This is an optimization exercise on Yosys and OpenROAD, whose aim is small area, a short achievable clock period and few clock cycles per item, not a production implementation. The RTL was checked by simulation tests, not by an equivalence proof against the original design. No activity file was given, so power comes from the tool's default toggle rates.

### config.mk
export PLATFORM = sky130hd
export DESIGN_NAME = tilt_angle_from_imu_core
export DESIGN_NICKNAME = tilt_angle_from_imu_core
export VERILOG_FILES = /design/flow/design.v
export SDC_FILE = /design/flow/constraint.sdc
export NUM_CORES = 4
export LEC_CHECK = 0
export CAP_MARGIN = 20
export CORE_MARGIN = 2
export CORE_UTILIZATION = 40
export SLEW_MARGIN = 20
### constraint.sdc
create_clock -name core_clock -period 11.0 [get_ports {clock}]
set_input_delay 2.2000 -clock core_clock [delete_from_list [all_inputs] [get_ports {clock}]]
set_output_delay 2.2000 -clock core_clock [all_outputs]
set_load 0.01 [all_outputs]
### design.v
module tafi_isqrt (
   input  logic                          clock,
   input  logic                          reset,
   input  logic                          start,
   input  logic [61:0] value,
   output logic                          done,
   output logic [30:0] root
);
   localparam int CORDIC_STEPS = 16;
   localparam int ATAN_ENTRIES = 24;
   localparam int CORDIC_ITERS = (CORDIC_STEPS > ATAN_ENTRIES) ? ATAN_ENTRIES : CORDIC_STEPS;
   localparam int SQRT_W = 62;
   localparam int ROOT_W = SQRT_W / 2;
   localparam int CX_W   = 34;
   localparam int Z_W    = 25;
   localparam int ACC_W  = 24;
   localparam int SQ_W   = 45;
   localparam int MUL_W  = 27;
   localparam int PROD_W = 2 * MUL_W;
   localparam int TILT_LIMIT     = 11520;
   localparam int TILT_HALF_TURN = 23040;
   localparam int ACC_SCALE  = 624;
   localparam int ACC_BIAS   = 5 + 10 * 4194304;
   localparam int ACC_UNBIAS = 4194304;
   localparam int RECIP10    = 53687092;
   localparam int RATE_SCALE  = 56;
   localparam int RATE_BIAS   = 25 + 50 * 65536;
   localparam int RATE_UNBIAS = 65536;
   localparam int RECIP50     = 10737419;
   localparam int RECIP_SHIFT = 29;
   localparam int REM_W = ROOT_W + 3;
   logic [SQRT_W-1:0] val_ff;
   logic [REM_W-1:0]  rem_ff, rem_in, rem_sh, trial;
   logic [ROOT_W-1:0] root_ff, root_in;
   logic [4:0]        cnt_ff;
   logic              busy_ff;
   always_comb begin
      rem_sh = {rem_ff[REM_W-3:0], val_ff[SQRT_W-1:SQRT_W-2]};
      trial  = {1'b0, root_ff, 2'b01};
      if (rem_sh >= trial) begin
         rem_in  = rem_sh - trial;
         root_in = {root_ff[ROOT_W-2:0], 1'b1};
      end else begin
         rem_in  = rem_sh;
         root_in = {root_ff[ROOT_W-2:0], 1'b0};
      end
   end
   always_ff @(posedge clock) begin
      if (reset) begin
         busy_ff <= 1'b0;
         cnt_ff  <= '0;
      end else if (start) begin
         busy_ff <= 1'b1;
         cnt_ff  <= '0;
      end else if (busy_ff) begin
         cnt_ff <= cnt_ff + 5'd1;
         if (cnt_ff == 5'(ROOT_W - 1)) busy_ff <= 1'b0;
      end
   end
   always_ff @(posedge clock) begin
      if (start) begin
         val_ff  <= value;
         rem_ff  <= '0;
         root_ff <= '0;
      end else if (busy_ff) begin
         val_ff  <= {val_ff[SQRT_W-3:0], 2'b00};
         rem_ff  <= rem_in;
         root_ff <= root_in;
      end
   end
   assign done = busy_ff && (cnt_ff == 5'(ROOT_W - 1));
   assign root = root_ff;
endmodule
module tafi_cordic (
   input  logic                          clock,
   input  logic                          reset,
   input  logic                          start,
   input  logic signed [23:0] num,
   input  logic [30:0] den,
   output logic                          done,
   output logic signed [15:0]            tilt
);
   localparam int CORDIC_STEPS = 16;
   localparam int ATAN_ENTRIES = 24;
   localparam int CORDIC_ITERS = (CORDIC_STEPS > ATAN_ENTRIES) ? ATAN_ENTRIES : CORDIC_STEPS;
   localparam int SQRT_W = 62;
   localparam int ROOT_W = SQRT_W / 2;
   localparam int CX_W   = 34;
   localparam int Z_W    = 25;
   localparam int ACC_W  = 24;
   localparam int SQ_W   = 45;
   localparam int MUL_W  = 27;
   localparam int PROD_W = 2 * MUL_W;
   localparam int TILT_LIMIT     = 11520;
   localparam int TILT_HALF_TURN = 23040;
   localparam int ACC_SCALE  = 624;
   localparam int ACC_BIAS   = 5 + 10 * 4194304;
   localparam int ACC_UNBIAS = 4194304;
   localparam int RECIP10    = 53687092;
   localparam int RATE_SCALE  = 56;
   localparam int RATE_BIAS   = 25 + 50 * 65536;
   localparam int RATE_UNBIAS = 65536;
   localparam int RECIP50     = 10737419;
   localparam int RECIP_SHIFT = 29;
   function automatic logic [22:0] atan_entry(input logic [4:0] idx);
      case (idx)
         5'd0:  atan_entry = 23'd2949120;
         5'd1:  atan_entry = 23'd1740967;
         5'd2:  atan_entry = 23'd919879;
         5'd3:  atan_entry = 23'd466945;
         5'd4:  atan_entry = 23'd234379;
         5'd5:  atan_entry = 23'd117304;
         5'd6:  atan_entry = 23'd58666;
         5'd7:  atan_entry = 23'd29335;
         5'd8:  atan_entry = 23'd14668;
         5'd9:  atan_entry = 23'd7334;
         5'd10: atan_entry = 23'd3667;
         5'd11: atan_entry = 23'd1833;
         5'd12: atan_entry = 23'd917;
         5'd13: atan_entry = 23'd458;
         5'd14: atan_entry = 23'd229;
         5'd15: atan_entry = 23'd115;
         5'd16: atan_entry = 23'd57;
         5'd17: atan_entry = 23'd29;
         5'd18: atan_entry = 23'd14;
         5'd19: atan_entry = 23'd7;
         5'd20: atan_entry = 23'd4;
         5'd21: atan_entry = 23'd2;
         5'd22: atan_entry = 23'd1;
         default: atan_entry = 23'd0;
      endcase
   endfunction
   logic signed [CX_W-1:0] x_ff, y_ff, dx, dy;
   logic signed [Z_W-1:0]  z_ff, ang, zr;
   logic [4:0]             cnt_ff;
   logic                   busy_ff, done_ff, zero_ff, lim_ff, neg_ff;
   always_comb begin
      dx  = y_ff >>> cnt_ff;
      dy  = x_ff >>> cnt_ff;
      ang = Z_W'(atan_entry(cnt_ff));
      zr  = (z_ff + Z_W'(256)) >>> 9;
      if (zero_ff) begin
         tilt = '0;
      end else if (lim_ff) begin
         tilt = neg_ff ? -(16'(TILT_LIMIT)) : 16'(TILT_LIMIT);
      end else if (zr > Z_W'(TILT_LIMIT)) begin
         tilt = 16'(TILT_LIMIT);
      end else if (zr < -(Z_W'(TILT_LIMIT))) begin
         tilt = -(16'(TILT_LIMIT));
      end else begin
         tilt = 16'(zr);
      end
   end
   always_ff @(posedge clock) begin
      if (reset) begin
         busy_ff <= 1'b0;
         done_ff <= 1'b0;
         cnt_ff  <= '0;
      end else if (start) begin
         busy_ff <= !(num == '0 || den == '0);
         done_ff <= (num == '0 || den == '0);
         cnt_ff  <= '0;
      end else if (busy_ff) begin
         cnt_ff <= cnt_ff + 5'd1;
         if (cnt_ff == 5'(CORDIC_ITERS - 1)) begin
            busy_ff <= 1'b0;
            done_ff <= 1'b1;
         end
      end else begin
         done_ff <= 1'b0;
      end
   end
   always_ff @(posedge clock) begin
      if (start) begin
         x_ff    <= CX_W'(den);
         y_ff    <= CX_W'(num) <<< 8;
         z_ff    <= '0;
         zero_ff <= (num == '0);
         lim_ff  <= (den == '0);
         neg_ff  <= num[ACC_W-1];
      end else if (busy_ff) begin
         if (!y_ff[CX_W-1]) begin
            x_ff <= x_ff + dx;
            y_ff <= y_ff - dy;
            z_ff <= z_ff + ang;
         end else begin
            x_ff <= x_ff - dx;
            y_ff <= y_ff + dy;
            z_ff <= z_ff - ang;
         end
      end
   end
   assign done = done_ff;
endmodule
module tilt_angle_from_imu_core (
   input  logic         clock,
   input  logic         reset,
   input  logic         req_tvalid,
   output logic         req_tready,
   input  logic [79:0]  req_tdata,
   output logic         rsp_tvalid,
   input  logic         rsp_tready,
   output logic [135:0] rsp_tdata,
   input  logic         csr_valid,
   output logic         csr_ready,
   input  logic [1:0]   csr_index,
   input  logic [15:0]  csr_data
);
   localparam int CORDIC_STEPS = 16;
   localparam int ATAN_ENTRIES = 24;
   localparam int CORDIC_ITERS = (CORDIC_STEPS > ATAN_ENTRIES) ? ATAN_ENTRIES : CORDIC_STEPS;
   localparam int SQRT_W = 62;
   localparam int ROOT_W = SQRT_W / 2;
   localparam int CX_W   = 34;
   localparam int Z_W    = 25;
   localparam int ACC_W  = 24;
   localparam int SQ_W   = 45;
   localparam int MUL_W  = 27;
   localparam int PROD_W = 2 * MUL_W;
   localparam int TILT_LIMIT     = 11520;
   localparam int TILT_HALF_TURN = 23040;
   localparam int ACC_SCALE  = 624;
   localparam int ACC_BIAS   = 5 + 10 * 4194304;
   localparam int ACC_UNBIAS = 4194304;
   localparam int RECIP10    = 53687092;
   localparam int RATE_SCALE  = 56;
   localparam int RATE_BIAS   = 25 + 50 * 65536;
   localparam int RATE_UNBIAS = 65536;
   localparam int RECIP50     = 10737419;
   localparam int RECIP_SHIFT = 29;
   localparam logic [1:0] CSR_OFFSET_X = 2'd0;
   localparam logic [1:0] CSR_OFFSET_Y = 2'd1;
   localparam logic [1:0] CSR_OFFSET_Z = 2'd2;
   localparam logic [1:0] CSR_PERIOD   = 2'd3;
   localparam logic [4:0] ST_IDLE = 5'd0;
   localparam logic [4:0] ST_M_AX = 5'd1;
   localparam logic [4:0] ST_M_AY = 5'd2;
   localparam logic [4:0] ST_M_AZ = 5'd3;
   localparam logic [4:0] ST_M_RX = 5'd4;
   localparam logic [4:0] ST_M_RY = 5'd5;
   localparam logic [4:0] ST_D_AX = 5'd6;
   localparam logic [4:0] ST_D_AY = 5'd7;
   localparam logic [4:0] ST_D_AZ = 5'd8;
   localparam logic [4:0] ST_D_RX = 5'd9;
   localparam logic [4:0] ST_D_RY = 5'd10;
   localparam logic [4:0] ST_SQ_X = 5'd11;
   localparam logic [4:0] ST_SQ_Y = 5'd12;
   localparam logic [4:0] ST_SQ_Z = 5'd13;
   localparam logic [4:0] ST_I_X = 5'd14;
   localparam logic [4:0] ST_I_Y = 5'd15;
   localparam logic [4:0] ST_I_END = 5'd16;
   localparam logic [4:0] ST_RY_GO = 5'd17;
   localparam logic [4:0] ST_RY_WAIT = 5'd18;
   localparam logic [4:0] ST_CY_GO = 5'd19;
   localparam logic [4:0] ST_CY_WAIT = 5'd20;
   localparam logic [4:0] ST_RX_GO = 5'd21;
   localparam logic [4:0] ST_RX_WAIT = 5'd22;
   localparam logic [4:0] ST_CX_GO = 5'd23;
   localparam logic [4:0] ST_CX_WAIT = 5'd24;
   localparam logic [4:0] ST_FOLD = 5'd25;
   logic [4:0] state_ff, state_in;
   logic signed [15:0] raw_ax_ff, raw_ay_ff, raw_az_ff, raw_gx_ff, raw_gy_ff;
   logic signed [15:0] off_x_ff, off_y_ff, off_z_ff;
   logic [15:0]        period_ff;
   logic signed [MUL_W-1:0]  mul_a, mul_b;
   logic signed [PROD_W-1:0] p_ff;
   logic signed [MUL_W-1:0] nx_ff, ny_ff, nz_ff, nrx_ff, nry_ff;
   logic signed [ACC_W-1:0] ax_ff, ay_ff, az_ff;
   logic signed [16:0]      rx_ff, ry_ff;
   logic [SQ_W-1:0]         sqx_ff, sqy_ff, sqz_ff;
   logic signed [31:0]      acc_x_ff, acc_y_ff, acc_sat;
   logic signed [15:0]      tx_ff, ty_ff;
   logic signed [ACC_W+1:0] acc_conv;
   logic signed [16:0]      rate_conv;
   logic signed [33:0]      delta;
   logic signed [34:0]      acc_sum;
   logic signed [31:0]      acc_sel;
   logic                    sqrt_start, sqrt_done, cor_start, cor_done;
   logic [SQRT_W-1:0]       sqrt_val;
   logic [ROOT_W-1:0]       root;
   logic signed [ACC_W-1:0] cor_num;
   logic signed [15:0]      cor_tilt;
   logic signed [16:0] abs_tx, abs_ty, m_x, m_y, fold_x, fold_y;
   logic signed [15:0] fin_x, fin_y;
   logic         out_valid_ff;
   logic [135:0] out_data_ff;
   logic         out_free;
   assign out_free   = !out_valid_ff || rsp_tready;
   assign req_tready = (state_ff == ST_IDLE);
   assign rsp_tvalid = out_valid_ff;
   assign rsp_tdata  = out_data_ff;
   assign csr_ready  = 1'b1;
   always_comb begin
      state_in = state_ff;
      case (state_ff)
         ST_IDLE:    if (req_tvalid) state_in = ST_M_AX;
         ST_M_AX:    state_in = ST_M_AY;
         ST_M_AY:    state_in = ST_M_AZ;
         ST_M_AZ:    state_in = ST_M_RX;
         ST_M_RX:    state_in = ST_M_RY;
         ST_M_RY:    state_in = ST_D_AX;
         ST_D_AX:    state_in = ST_D_AY;
         ST_D_AY:    state_in = ST_D_AZ;
         ST_D_AZ:    state_in = ST_D_RX;
         ST_D_RX:    state_in = ST_D_RY;
         ST_D_RY:    state_in = ST_SQ_X;
         ST_SQ_X:    state_in = ST_SQ_Y;
         ST_SQ_Y:    state_in = ST_SQ_Z;
         ST_SQ_Z:    state_in = ST_I_X;
         ST_I_X:     state_in = ST_I_Y;
         ST_I_Y:     state_in = ST_I_END;
         ST_I_END:   state_in = ST_RY_GO;
         ST_RY_GO:   state_in = ST_RY_WAIT;
         ST_RY_WAIT: if (sqrt_done) state_in = ST_CY_GO;
         ST_CY_GO:   state_in = ST_CY_WAIT;
         ST_CY_WAIT: if (cor_done) state_in = ST_RX_GO;
         ST_RX_GO:   state_in = ST_RX_WAIT;
         ST_RX_WAIT: if (sqrt_done) state_in = ST_CX_GO;
         ST_CX_GO:   state_in = ST_CX_WAIT;
         ST_CX_WAIT: if (cor_done) state_in = ST_FOLD;
         ST_FOLD:    if (out_free) state_in = ST_IDLE;
         default:    state_in = ST_IDLE;
      endcase
   end
   always_comb begin
      mul_a      = '0;
      mul_b      = '0;
      sqrt_start = 1'b0;
      cor_start  = 1'b0;
      sqrt_val   = SQRT_W'({sqz_ff + sqy_ff, 16'd0});
      cor_num    = ax_ff;
      case (state_ff)
         ST_M_AX: begin mul_a = -(MUL_W'(raw_ax_ff)); mul_b = MUL_W'(ACC_SCALE); end
         ST_M_AY: begin mul_a = MUL_W'(raw_ay_ff);  mul_b = MUL_W'(ACC_SCALE); end
         ST_M_AZ: begin mul_a = MUL_W'(raw_az_ff);  mul_b = MUL_W'(ACC_SCALE); end
         ST_M_RX: begin mul_a = MUL_W'(raw_gx_ff);  mul_b = MUL_W'(RATE_SCALE); end
         ST_M_RY: begin mul_a = MUL_W'(raw_gy_ff);  mul_b = MUL_W'(RATE_SCALE); end
         ST_D_AX: begin mul_a = nx_ff;  mul_b = MUL_W'(RECIP10); end
         ST_D_AY: begin mul_a = ny_ff;  mul_b = MUL_W'(RECIP10); end
         ST_D_AZ: begin mul_a = nz_ff;  mul_b = MUL_W'(RECIP10); end
         ST_D_RX: begin mul_a = nrx_ff; mul_b = MUL_W'(RECIP50); end
         ST_D_RY: begin mul_a = nry_ff; mul_b = MUL_W'(RECIP50); end
         ST_SQ_X: begin mul_a = MUL_W'(ax_ff); mul_b = MUL_W'(ax_ff); end
         ST_SQ_Y: begin mul_a = MUL_W'(ay_ff); mul_b = MUL_W'(ay_ff); end
         ST_SQ_Z: begin mul_a = MUL_W'(az_ff); mul_b = MUL_W'(az_ff); end
         ST_I_X:  begin mul_a = MUL_W'(rx_ff); mul_b = MUL_W'({1'b0, period_ff}); end
         ST_I_Y:  begin mul_a = MUL_W'(ry_ff); mul_b = MUL_W'({1'b0, period_ff}); end
         ST_RY_GO: sqrt_start = 1'b1;
         ST_CY_GO: cor_start = 1'b1;
         ST_RX_GO: begin
            sqrt_start = 1'b1;
            sqrt_val   = SQRT_W'({sqz_ff + sqx_ff, 16'd0});
         end
         ST_CX_GO: begin
            cor_start = 1'b1;
            cor_num   = ay_ff;
         end
         default: ;
      endcase
   end
   always_comb begin
      acc_conv  = $signed({2'b00, p_ff[RECIP_SHIFT+ACC_W-1:RECIP_SHIFT]})
                  - (ACC_W+2)'(ACC_UNBIAS);
      rate_conv = 17'($signed({1'b0, p_ff[RECIP_SHIFT+23:RECIP_SHIFT]})
                  - 25'(RATE_UNBIAS));
      delta     = ($signed(p_ff[33:0]) + 34'sd8) >>> 4;
      acc_sel   = (state_ff == ST_I_Y) ? acc_x_ff : acc_y_ff;
      acc_sum   = 35'(acc_sel) + 35'(delta);
      if (acc_sum > 35'sh7FFFFFFF) begin
         acc_sat = 32'sh7FFFFFFF;
      end else if (acc_sum < -35'sh80000000) begin
         acc_sat = 32'sh80000000;
      end else begin
         acc_sat = 32'(acc_sum);
      end
   end
   always_comb begin
      abs_tx = tx_ff[15] ? -(17'(tx_ff)) : 17'(tx_ff);
      abs_ty = ty_ff[15] ? -(17'(ty_ff)) : 17'(ty_ff);
      m_y    = 17'(TILT_HALF_TURN) - (abs_tx <<< 1);
      m_x    = 17'(TILT_HALF_TURN) - (abs_ty <<< 1);
      fold_y = ty_ff[15] ? (-(17'(ty_ff)) - m_y) : (m_y - 17'(ty_ff));
      fold_x = tx_ff[15] ? (-(17'(tx_ff)) - m_x) : (m_x - 17'(tx_ff));
      fin_x  = az_ff[ACC_W-1] ? 16'(fold_x) : tx_ff;
      fin_y  = az_ff[ACC_W-1] ? 16'(fold_y) : ty_ff;
   end
   always_ff @(posedge clock) begin
      if (reset) begin
         state_ff <= ST_IDLE;
      end else begin
         state_ff <= state_in;
      end
   end
   always_ff @(posedge clock) begin
      if (reset) begin
         off_x_ff  <= 16'sd985;
         off_y_ff  <= 16'sd221;
         off_z_ff  <= 16'sd1615;
         period_ff <= 16'd1311;
      end else if (csr_valid) begin
         case (csr_index)
            CSR_OFFSET_X: off_x_ff  <= csr_data;
            CSR_OFFSET_Y: off_y_ff  <= csr_data;
            CSR_OFFSET_Z: off_z_ff  <= csr_data;
            CSR_PERIOD:   period_ff <= csr_data;
            default: ;
         endcase
      end
   end
   always_ff @(posedge clock) begin
      if (reset) begin
         acc_x_ff <= '0;
         acc_y_ff <= '0;
      end else if (state_ff == ST_I_Y) begin
         acc_x_ff <= acc_sat;
      end else if (state_ff == ST_I_END) begin
         acc_y_ff <= acc_sat;
      end
   end
   always_ff @(posedge clock) begin
      p_ff <= mul_a * mul_b;
      case (state_ff)
         ST_IDLE: begin
            raw_ax_ff <= req_tdata[15:0];
            raw_ay_ff <= req_tdata[31:16];
            raw_az_ff <= req_tdata[47:32];
            raw_gx_ff <= req_tdata[63:48];
            raw_gy_ff <= req_tdata[79:64];
         end
         ST_M_AY: nx_ff  <= MUL_W'(p_ff) + MUL_W'(ACC_BIAS);
         ST_M_AZ: ny_ff  <= MUL_W'(p_ff) + MUL_W'(ACC_BIAS);
         ST_M_RX: nz_ff  <= MUL_W'(p_ff) + MUL_W'(ACC_BIAS);
         ST_M_RY: nrx_ff <= MUL_W'(p_ff) + MUL_W'(RATE_BIAS);
         ST_D_AX: nry_ff <= MUL_W'(p_ff) + MUL_W'(RATE_BIAS);
         ST_D_AY: ax_ff  <= ACC_W'(acc_conv + (ACC_W+2)'(off_x_ff));
         ST_D_AZ: ay_ff  <= ACC_W'(acc_conv + (ACC_W+2)'(off_y_ff));
         ST_D_RX: az_ff  <= ACC_W'(acc_conv + (ACC_W+2)'(off_z_ff));
         ST_D_RY: rx_ff  <= rate_conv;
         ST_SQ_X: ry_ff  <= rate_conv;
         ST_SQ_Y: sqx_ff <= p_ff[SQ_W-1:0];
         ST_SQ_Z: sqy_ff <= p_ff[SQ_W-1:0];
         ST_I_X:  sqz_ff <= p_ff[SQ_W-1:0];
         ST_CY_WAIT: if (cor_done) ty_ff <= cor_tilt;
         ST_CX_WAIT: if (cor_done) tx_ff <= cor_tilt;
         default: ;
      endcase
   end
   always_ff @(posedge clock) begin
      if (reset) begin
         out_valid_ff <= 1'b0;
      end else if (state_ff == ST_FOLD && out_free) begin
         out_valid_ff <= 1'b1;
      end else if (rsp_tready) begin
         out_valid_ff <= 1'b0;
      end
   end
   always_ff @(posedge clock) begin
      if (state_ff == ST_FOLD && out_free) begin
         out_data_ff <= {6'd0, acc_y_ff, acc_x_ff, ry_ff, rx_ff, fin_y, fin_x};
      end
   end
   tafi_isqrt u_isqrt (
      .clock (clock),
      .reset (reset),
      .start (sqrt_start),
      .value (sqrt_val),
      .done  (sqrt_done),
      .root  (root)
   );
   tafi_cordic u_cordic (
      .clock (clock),
      .reset (reset),
      .start (cor_start),
      .num   (cor_num),
      .den   (root),
      .done  (cor_done),
      .tilt  (cor_tilt)
   );
endmodule
### run.sh
#!/bin/bash
# synth_recipe.tcl (not shown) runs the flow's synth.tcl, then flattens the netlist and writes it again
# the make line also repeats each setting of config.mk as NAME=value (left out here)
make -C /OpenROAD-flow-scripts/flow DESIGN_CONFIG=/design/flow/config.mk WORK_HOME=/design/flow/orfs CLKGATE_MAP_FILE= SYNTH_SCRIPT=/design/flow/synth_recipe.tcl finish
==> run summary <==
[how the worst max path moves through the flow]
stage                  from  endpoint  cells past startpoint
6_report        state_ff[0]  p_ff[48]                     30
5_1_grt        raw_ax_ff[7]  p_ff[45]                     32
4_1_cts         state_ff[1]  p_ff[45]                     33
3_5_place_dp    state_ff[1]  p_ff[45]                     33
3_3_place_gp    state_ff[0]  p_ff[48]                     29
2_1_floorplan   state_ff[3]  p_ff[50]                     31
[state kept, by name (all words and copies together), names as in the netlist, 25 cells and up]
| register | count |
|---|---|
| acc_x_ff | 32 |
| acc_y_ff | 32 |
| sqz_ff | 45 |
| sqy_ff | 45 |
| nrx_ff | 27 |
| nz_ff | 27 |
| ny_ff | 27 |
| nx_ff | 27 |
| out_data_ff | 130 |
| u_cordic.z_ff | 25 |
| u_isqrt.rem_ff | 32 |
| p_ff | 53 |
| u_cordic.y_ff | 34 |
| sqx_ff | 45 |
| u_cordic.x_ff | 34 |
| u_isqrt.val_ff | 46 |
| nry_ff | 27 |
| u_isqrt.root_ff | 31 |
[synthesized netlist by cell type, types with 40 or more instances]
| cell | instances |
|---|---|
| a22o_1 | 47 |
| mux2i_1 | 141 |
| nand3_1 | 117 |
| xor2_1 | 203 |
| buf_1 | 47 |
| ha_1 | 506 |
| o21ai_0 | 351 |
| edfxtp_1 | 724 |
| nor3_1 | 120 |
| mux4_2 | 67 |
| o21bai_1 | 40 |
| nand2b_1 | 76 |
| dfxtp_1 | 321 |
| or3_1 | 57 |
| xnor2_1 | 395 |
| a211oi_1 | 74 |
| clkbuf_1 | 308 |
| fa_1 | 761 |
| nor2b_1 | 62 |
| o31ai_1 | 40 |
| a31oi_1 | 66 |
| a22oi_1 | 86 |
| nand3b_1 | 42 |
| and3_1 | 87 |
| a21o_1 | 145 |
| inv_1 | 1145 |
| mux2_2 | 107 |
| a21oi_1 | 454 |
| o21a_1 | 67 |
| nor2_1 | 899 |
| nand4_1 | 57 |
| o22ai_1 | 45 |
| nand2_1 | 940 |
[power groups by stage]
stage	Clock (mW)	Combinational, mW	Sequential, mW
3_3_place_gp	0	6.17	5.30
6_report	3.92	6.34	5.23
3_5_place_dp	0	6.26	5.30
4_1_cts	3.99	6.31	5.22
2_1_floorplan	0	4.30	5.02
5_1_grt	4.13	6.94	5.26
[cell type report]
cell class | count | area, um^2 | share of cell area
Multi-Input combinational cell | 6529 | 54700 | 0.556
Sequential cell | 1045 | 28200 | 0.286
Inverter | 1151 | 4320 | 0.0439
Timing Repair Buffer | 416 | 3730 | 0.0379
Tap cell | 2958 | 3700 | 0.0376
Clock buffer | 136 | 3050 | 0.0310
Clock inverter | 72 | 724 | 0.00736
Antenna cell | 11 | 27.5 | 0.000280
[repair_timing]
action	in CTS	in global routing
endpoints found under the setup margin	0	9
hold buffers	0	0
setup buffers	0	2
resized for setup	0	6
[cell families after synthesis]
group	after synthesis	share of synthesized area
other	2	0.0000849
buffers and inverters	1544	0.0672
XOR/XNOR	599	0.0594
AO/OA/AOI/OAI	1690	0.124
multiplexers	343	0.0548
flip-flops	1045	0.318
AND/OR/NAND/NOR	2618	0.132
adder cells (fa/ha/maj)	1269	0.244
[layer usage]
metal	GRT usage	vias to the layer above	wire [um]
li1	-	31400	-
met1	0.341	34400	122000
met2	0.423	2801	137000
met3	0.0407	625	21300
met4	0.113	4	14200
met5	0	-	26
[critical path: cells and delay by family (launching register included)]
kind	cells	cell delay [ns]
fa+ha+maj	8	4.04
simple gates	12	3.73
compound gates	3	1.18
buf+inv	6	0.79
flops	1	0.61
xor+xnor	1	0.16
[through the flow]
step           setup slack [ns]   util  total power [mW]  cell area (um^2)
2_1_floorplan             0.686      -              9.31             88500
3_3_place_gp              0.680  0.430              11.5             94600
3_5_place_dp              0.552  0.431              11.6             94600
4_1_cts                   0.414  0.448              15.5             98400
5_1_grt                  0.0187  0.448              16.3             98500
6_report                  0.353  0.448              15.5             98500
==> metrics.md <==
| Metric | Value |
|---|---|
| Critical path fanouts, max | between 40 and 50 |
| Clock Root Buffer | clkbuf_16 |
| Most used DFF post-synth | edfxtp_1 |
| Drt via density | 5.61 |
| Post-route ant nets | 0 |
| Seq/Total Area, Yosys | 0.318 |
| FFs w/ async S/R, synth | 0 |
| Area contributors post-synth | edfxtp_1, fa_1, dfxtp_1 |
| Clock skew | 0.0773 ns |
| Fin crit period | 10.65 ns |
| Reg2reg setup slack | 0.35 ns |
| CP max stage delay | between 0.9 and 1 ns |
| Final period utilization | 0.968 |
| Worst relative slew slack | 0.213 |
| Switching Share | 0.401 |
| DIE AREA | 225000 um^2 |
| Pint | ~9.3 mW |
| Clk network pwr share | 0.253 |
| Worst-Skew Late Latency | slightly below 0.8 ns |
| CP required | 11.67 ns |
| Initial antenna violation count | 18 |
| Crit Reg-Reg Endpoint | p_ff[48] |
| Vias | approximately 70000 |
| Yosys top cell area share | 0.246 |
| Iter 0 DRT Violations | 6412 |
| # DRC | 0 |
| Core region area | between 200000 and 250000 um^2 |
| Die Y | 474 um |
| Global route overflow | 0 |
| Synth Instances | 9110 |
| CTS max path bufs | 3 |
| CP endpoint kind | flip-flop |
| Hold/Removal Path Class | reg2reg |
| Drt pass-1 iters | 6 |
| Vias in the first global route | roughly 70000 |
| Share of cells above drive strength 1 | 0.0706 |
| Psw | 6.21 mW |
| Synth warn | 3 |
| Most frequent cells in the layout | inv_1, nand2_1, nor2_1, fa_1, edfxtp_1 |
| Worst VDD drop | 151 uV |
| Total CTS buffers | 110 |
| Total GRT Usage | 0.260 |
| Layout Cells excl Fill | 12300 |
| Measured slew at the worst slew-check pin | 1.18 ns |
| Mean Syn Cell Area | 9.71 um^2 |
| Clock-pin slew on the worst setup and hold paths | 0.07 ns |
| CTS tree | yes |
| Max-Cap Viols | 0 |
| Min-delay src | acc_y_ff[2] |
| Layout fillers | 21000 |
| Mapped cell area | 88500 um^2 |
| Number of port buffers | 234 |
| Min Hold Slack | 0.444 ns |
| Largest net degree at the start of global routing | 97 |
| Leading cell type in the layout, fill and taps excluded | inv_1 |
| Worst Setup Start Kind | flip-flop |
| Synthesized flop and latch total | 1045 |
| Setup violators final | 0 |
| Initial core utilization | 0.403 |
| Yosys top cell by area | edfxtp_1 |
| # IOs | 242 |
| Flop pwr share | 0.338 |
| Layout area overhead | 11.3% |
| Placed instance count | ~12000 |
| Status | no timing/DRC/antenna violations |
| Setup TNS | 0 ns |
| Reg2reg path depth | 30 |
| RePlAce Congestion | approximately 0.98 |
| Drt wl/cell | 23.9 um |
| Clock sink count | about 1000 |
| Setup CP Type | reg2reg |
| Hold Path Depth | 0 |
| RSZ-0062 raised after global routing | no |
| First-pass GRT wire length | 441000 um |
| Leakage | 41.5 nW |
| R2r startpoint | state_ff[0] |
| WHS Endpoint | out_data_ff[100] |
| Post-synth cell types | 104 |
| WP data arrival | 11.32 ns |
| Critical Path Slowest Stage Cell | and3_1 |
| H-tree levels | 3 |
| Rows | between 150 and 200 |
| Die Wd | 474 um |
| Fmax | 93.9 MHz |
| Crit-path most repeated cell | fa_1 |
| Max-slew violations | 0 |
| Final-report hold violation count | 0 |
| WL final | between 200000 and 300000 um |
| Fin nets | 10600 |
| Pwr/cell area | 157 nW/um^2 |
| EDFF count, synth | 724 |
| Power share of the combinational group | 0.409 |
| Hpwl dp | 227000 um |
Testbench counts, summed over its fixed seeds: cycles 60,424, items 512.

[separate check: timing with driven ports]
The flow's constraints put no driver on any port. The routed layout listed below was extracted and timed again, unchanged, in two steps.
Step 1 assumes that a clkbuf_16 drives the clock port and a buf_2 every other input.
Step 2, shift: input delay + t, output delay - t, t = (earliest + latest rising clock arrival at the registers) / 2. This alone moves slack from input paths to output paths.
Slacks: ideal ports / drivers / drivers and shift; pairs: ideal ports / drivers.
t (ns): 0.830
setup WS [ns]: 0.353 / 0.353 / 0.353
hold WS [ns]: 0.444 / 0.444 / 0.444
latest minus earliest clock arrival (ns): 0.081 / 0.081
worst register clock-pin slew, ns: 0.08 / 0.08
After both steps setup and hold are still met in this run. The setup slack of this run moves by 0.000 ns with the drivers and by 0.000 ns with both steps.
